This design comes from an exercise in tuning for small area on the open sky130 flow, not from production work. Function was checked by simulation only, so behaviour that the tests miss may differ from the original. Power and IR drop assume default switching activity.

==> flow/design.v <==
module aes128_mode_ctrl #(
  parameter int CNT_W = 16
) (
  input  logic             clk_sys,
  input  logic             rst,
  input  logic [2:0]       mode,
  input  logic [127:0]     iv,
  input  logic             sess_start,
  input  logic             sess_end,
  output logic             sess_busy,
  output logic             mode_err,
  input  logic [127:0]     din,
  input  logic             din_valid,
  output logic             din_ready,
  output logic [127:0]     dout,
  output logic             dout_valid,
  input  logic             dout_ready,
  output logic [CNT_W-1:0] blk_cnt,
  output logic [127:0]     aes_plain_text,
  output logic             aes_cipher_en,
  input  logic [127:0]     aes_cipher_text,
  input  logic             aes_cipher_ready
);
  logic             st1_q, st0_q;
  logic [1:0]       state_q, state_d;
  logic [2:0]       mode_q;
  logic [127:0]     a_q, b_q;
  logic             cipher_en_q;
  logic [CNT_W-1:0] blk_cnt_q, blk_cnt_d;
  logic             end_q;
  logic             mode_err_q;
  assign state_q = {st1_q, st0_q};
  logic st_idle, st_load, st_run, st_out;
  assign st_idle = (state_q == 2'b00);
  assign st_load = (state_q == 2'b01);
  assign st_run  = (state_q == 2'b10);
  assign st_out  = (state_q == 2'b11);
  logic m_ecb, m_cbc, m_cfb, m_ofb, m_ctr, m_xor;
  assign m_ecb = (mode_q == 3'd0);
  assign m_cbc = (mode_q == 3'd1);
  assign m_cfb = (mode_q == 3'd2);
  assign m_ofb = (mode_q == 3'd3);
  assign m_ctr = mode_q[2];
  assign m_xor = mode_q[2] | mode_q[1];
  logic start_ok, take;
  assign start_ok = sess_start && (mode <= 3'd4);
  assign take     = st_run && aes_cipher_ready;
  assign state_d[1] = (st1_q && !st0_q) || (st1_q && st0_q && !dout_ready)
                   || (!st1_q && st0_q && !sess_end && din_valid);
  assign state_d[0] = (!st1_q && !st0_q && start_ok) || (!st1_q && st0_q && !sess_end && !din_valid)
                   || (st1_q && !st0_q && aes_cipher_ready)
                   || (st1_q && st0_q && !(dout_ready && (end_q || sess_end)));
  always_comb begin
    blk_cnt_d = blk_cnt_q;
    if (st_idle && start_ok) blk_cnt_d = '0;
    else if (st_out && dout_ready && blk_cnt_q != '1) blk_cnt_d = blk_cnt_q + CNT_W'(1);
  end
  always_ff @(posedge clk_sys) begin
    if (rst) begin
      st1_q       <= 1'b0;
      st0_q       <= 1'b0;
      cipher_en_q <= 1'b0;
      blk_cnt_q   <= '0;
      mode_err_q  <= 1'b0;
    end else begin
      st1_q       <= state_d[1];
      st0_q       <= state_d[0];
      cipher_en_q <= st_load && !sess_end && din_valid;
      blk_cnt_q   <= blk_cnt_d;
      mode_err_q  <= st_idle && sess_start && !(mode <= 3'd4);
    end
  end
  always_ff @(posedge clk_sys) begin
    end_q <= state_q[1] && (end_q || sess_end);
    if (st_idle) mode_q <= mode;
  end
  logic         keep_a, ld_din, ld_iv, ld_ct, ld_b, ld_pt, inc;
  logic [127:0] carry;
  assign ld_iv  = st_idle && (mode != 3'd0);
  assign ld_din = st_load && din_valid && !m_xor;
  assign ld_ct  = take && !m_ecb && !m_ctr;
  assign ld_b   = take && m_cfb;
  assign inc    = take && m_ctr;
  assign ld_pt  = !st1_q && m_xor;
  assign keep_a = !(st_idle || (take && !m_ctr));
  logic [127:0] ones;
  logic [7:0]   blk_pre, blk_inc;
  always_comb begin
    for (int j = 0; j < 8; j++) begin
      ones[16*j] = a_q[16*j];
      for (int k = 1; k < 16; k++) ones[16*j+k] = ones[16*j+k-1] & a_q[16*j+k];
    end
    blk_pre[0] = 1'b1;
    for (int j = 1; j < 8; j++) blk_pre[j] = blk_pre[j-1] & ones[16*j-1];
    blk_inc = blk_pre & {8{inc}};
    for (int i = 0; i < 128; i++)
      carry[i] = blk_inc[i/16] & ((i % 16 == 0) ? 1'b1 : ones[i-1]);
  end
  always_ff @(posedge clk_sys) begin
    a_q <= ((a_q & {128{keep_a}}) | (iv & {128{ld_iv}}) | (aes_cipher_text & {128{ld_ct}}))
         ^ ((din & {128{ld_din}}) | (b_q & {128{ld_b}}) | carry);
    b_q <= ((b_q ^ (aes_cipher_text & {128{take}})) & {128{st1_q}}) | (din & {128{ld_pt}});
  end
  assign sess_busy      = !st_idle;
  assign mode_err       = mode_err_q;
  assign din_ready      = st_load && !sess_end;
  assign dout           = b_q;
  assign dout_valid     = st_out;
  assign blk_cnt        = blk_cnt_q;
  assign aes_plain_text = a_q;
  assign aes_cipher_en  = cipher_en_q;
endmodule
==> flow/config.mk <==
export PLATFORM = sky130hd
export DESIGN_NAME = aes128_mode_ctrl
export DESIGN_NICKNAME = aes128_mode_ctrl
export VERILOG_FILES = /design/flow/design.v
export SDC_FILE = /design/flow/constraint.sdc
export NUM_CORES = 4
export LEC_CHECK = 0
export CAP_MARGIN = 20
export CORE_MARGIN = 2
export CORE_UTILIZATION = 30
export SLEW_MARGIN = 20
==> flow/constraint.sdc <==
create_clock -name core_clock -period 5.0 [get_ports {clk_sys}]
set_input_delay 1.0000 -clock core_clock [delete_from_list [all_inputs] [get_ports {clk_sys}]]
set_output_delay 1.0000 -clock core_clock [all_outputs]
set_load 0.01 [all_outputs]
standard.sh (not shown) runs the stock make flow with config.mk's settings and CLKGATE_MAP_FILE= SYNTH_SCRIPT=/design/flow/synth_recipe.tcl, a recipe that flattens the netlist after the stock synthesis.
==> flow/flow/run.sh <==
#!/bin/bash
# Own layout flow: the standard flow (standard.sh) with three changes.
#  1. Synthesis is the standard flow's synthesis script (synth_recipe.tcl) unchanged, except that its call to
#     ABC (combinational mapping only) uses the area-oriented script flow/area.abc. Flip-flop
#     mapping, flattening and naming are untouched, so the registers are the standard ones.
#  2. Port buffers are sky130_fd_sc_hd__buf_1 (every input and output port still gets one).
#  3. Clock tree: clkbuf_8 buffers, clusters of at most 12 sinks within 80 um, and no dummy
#     load cells.
# Each tool's output goes to a log file in this folder (and ORFS's own logs under orfs/logs).
set -euo pipefail
W=$(pwd)

cat > "$W/area_synth.tcl" <<TCL
proc abc {args} {
  set i [lsearch -exact \$args -script]
  if {\$i >= 0} { lset args [expr {\$i + 1}] {$W/flow/area.abc} }
  yosys abc {*}\$args
}
source {$W/synth_recipe.tcl}
TCL

sed "s#SYNTH_SCRIPT=[^ ]*#SYNTH_SCRIPT=$W/area_synth.tcl#" standard.sh > "$W/own_standard.sh"
grep -q "SYNTH_SCRIPT=$W/area_synth.tcl" "$W/own_standard.sh"

bash "$W/own_standard.sh" synth > "$W/synth.log" 2>&1
bash "$W/own_standard.sh" \
  "BUFFER_PORTS_ARGS=-buffer_cell sky130_fd_sc_hd__buf_1" \
  "CTS_ARGS=-sink_clustering_enable -repair_clock_nets -dont_use_dummy_load -buf_list sky130_fd_sc_hd__clkbuf_8 -sink_clustering_size 12 -sink_clustering_max_diameter 80" \
  finish > "$W/layout.log" 2>&1
test -s "$W/out/final.def"
==> flow/flow/area.abc <==
strash
&get -n
&st
&nf -a -R 1000
&put
topo
Then changed:
--- a/flow/design.v
+++ b/flow/design.v
@@ -81,27 +81,23 @@
   assign ld_ct  = take && !m_ecb && !m_ctr;
   assign ld_b   = take && m_cfb;
   assign inc    = take && m_ctr;
   assign ld_pt  = !st1_q && m_xor;
   assign keep_a = !(st_idle || (take && !m_ctr));
-  logic [127:0] ones;
-  logic [7:0]   blk_pre, blk_inc;
+  logic [7:0]   blk_pre;
   always_comb begin
+    blk_pre[0] = 1'b1;
+    for (int j = 1; j < 8; j++) blk_pre[j] = blk_pre[j-1] & (&a_q[16*j-1 -: 16]);
     for (int j = 0; j < 8; j++) begin
-      ones[16*j] = a_q[16*j];
-      for (int k = 1; k < 16; k++) ones[16*j+k] = ones[16*j+k-1] & a_q[16*j+k];
+      carry[16*j] = inc & blk_pre[j];
+      for (int k = 1; k < 16; k++) carry[16*j+k] = carry[16*j+k-1] & a_q[16*j+k-1];
     end
-    blk_pre[0] = 1'b1;
-    for (int j = 1; j < 8; j++) blk_pre[j] = blk_pre[j-1] & ones[16*j-1];
-    blk_inc = blk_pre & {8{inc}};
-    for (int i = 0; i < 128; i++)
-      carry[i] = blk_inc[i/16] & ((i % 16 == 0) ? 1'b1 : ones[i-1]);
   end
   always_ff @(posedge clk_sys) begin
     a_q <= ((a_q & {128{keep_a}}) | (iv & {128{ld_iv}}) | (aes_cipher_text & {128{ld_ct}}))
          ^ ((din & {128{ld_din}}) | (b_q & {128{ld_b}}) | carry);
-    b_q <= ((b_q ^ (aes_cipher_text & {128{take}})) & {128{st1_q}}) | (din & {128{ld_pt}});
+    b_q <= (b_q & {128{st1_q}}) ^ ((aes_cipher_text & {128{take}}) | (din & {128{ld_pt}}));
   end
   assign sess_busy      = !st_idle;
   assign mode_err       = mode_err_q;
   assign din_ready      = st_load && !sess_end;
   assign dout           = b_q;
Effect:
- design area fell by 1.6%
- combinational power is about the same
- worst setup slack got worse by 0.54 ns
- cell count fell by 1.1%
- routed wire length fell by 2.9%
- clock-buffer cell count rose by 1
- sequential power rose by about 1%
- worst hold slack got worse by 0.0059 ns
- non-clock buffer count fell by 4
- power hardly moves
- register-to-register slack got worse by 0.54 ns

afterwards: timing with drivers on the ports:
No port has a modelled driver above. Below, the same layouts with a new extraction and two added sets of constraints. Step 1: set_driving_cell puts a clkbuf_16 on clk_sys and a buf_2 on each other input, an assumption about the parent block. Step 2, shift: input delay + t, output delay - t, t = (earliest + latest rising clock arrival at the registers) / 2. This alone moves slack from input paths to output paths. a / b / c = ideal / step 1 / step 2; a / b = the first two.
| run | shift t [ns] | setup WS [ns] | latest minus earliest clock arrival (ns) |
|---|---|---|---|
| the first run | 0.653 | 1.245 / 1.245 / 1.245 | 0.067 / 0.066 |
| the second run | 0.635 | 0.701 / 0.701 / 0.701 | 0.067 / 0.067 |
After both steps setup and hold are still met in every run listed.
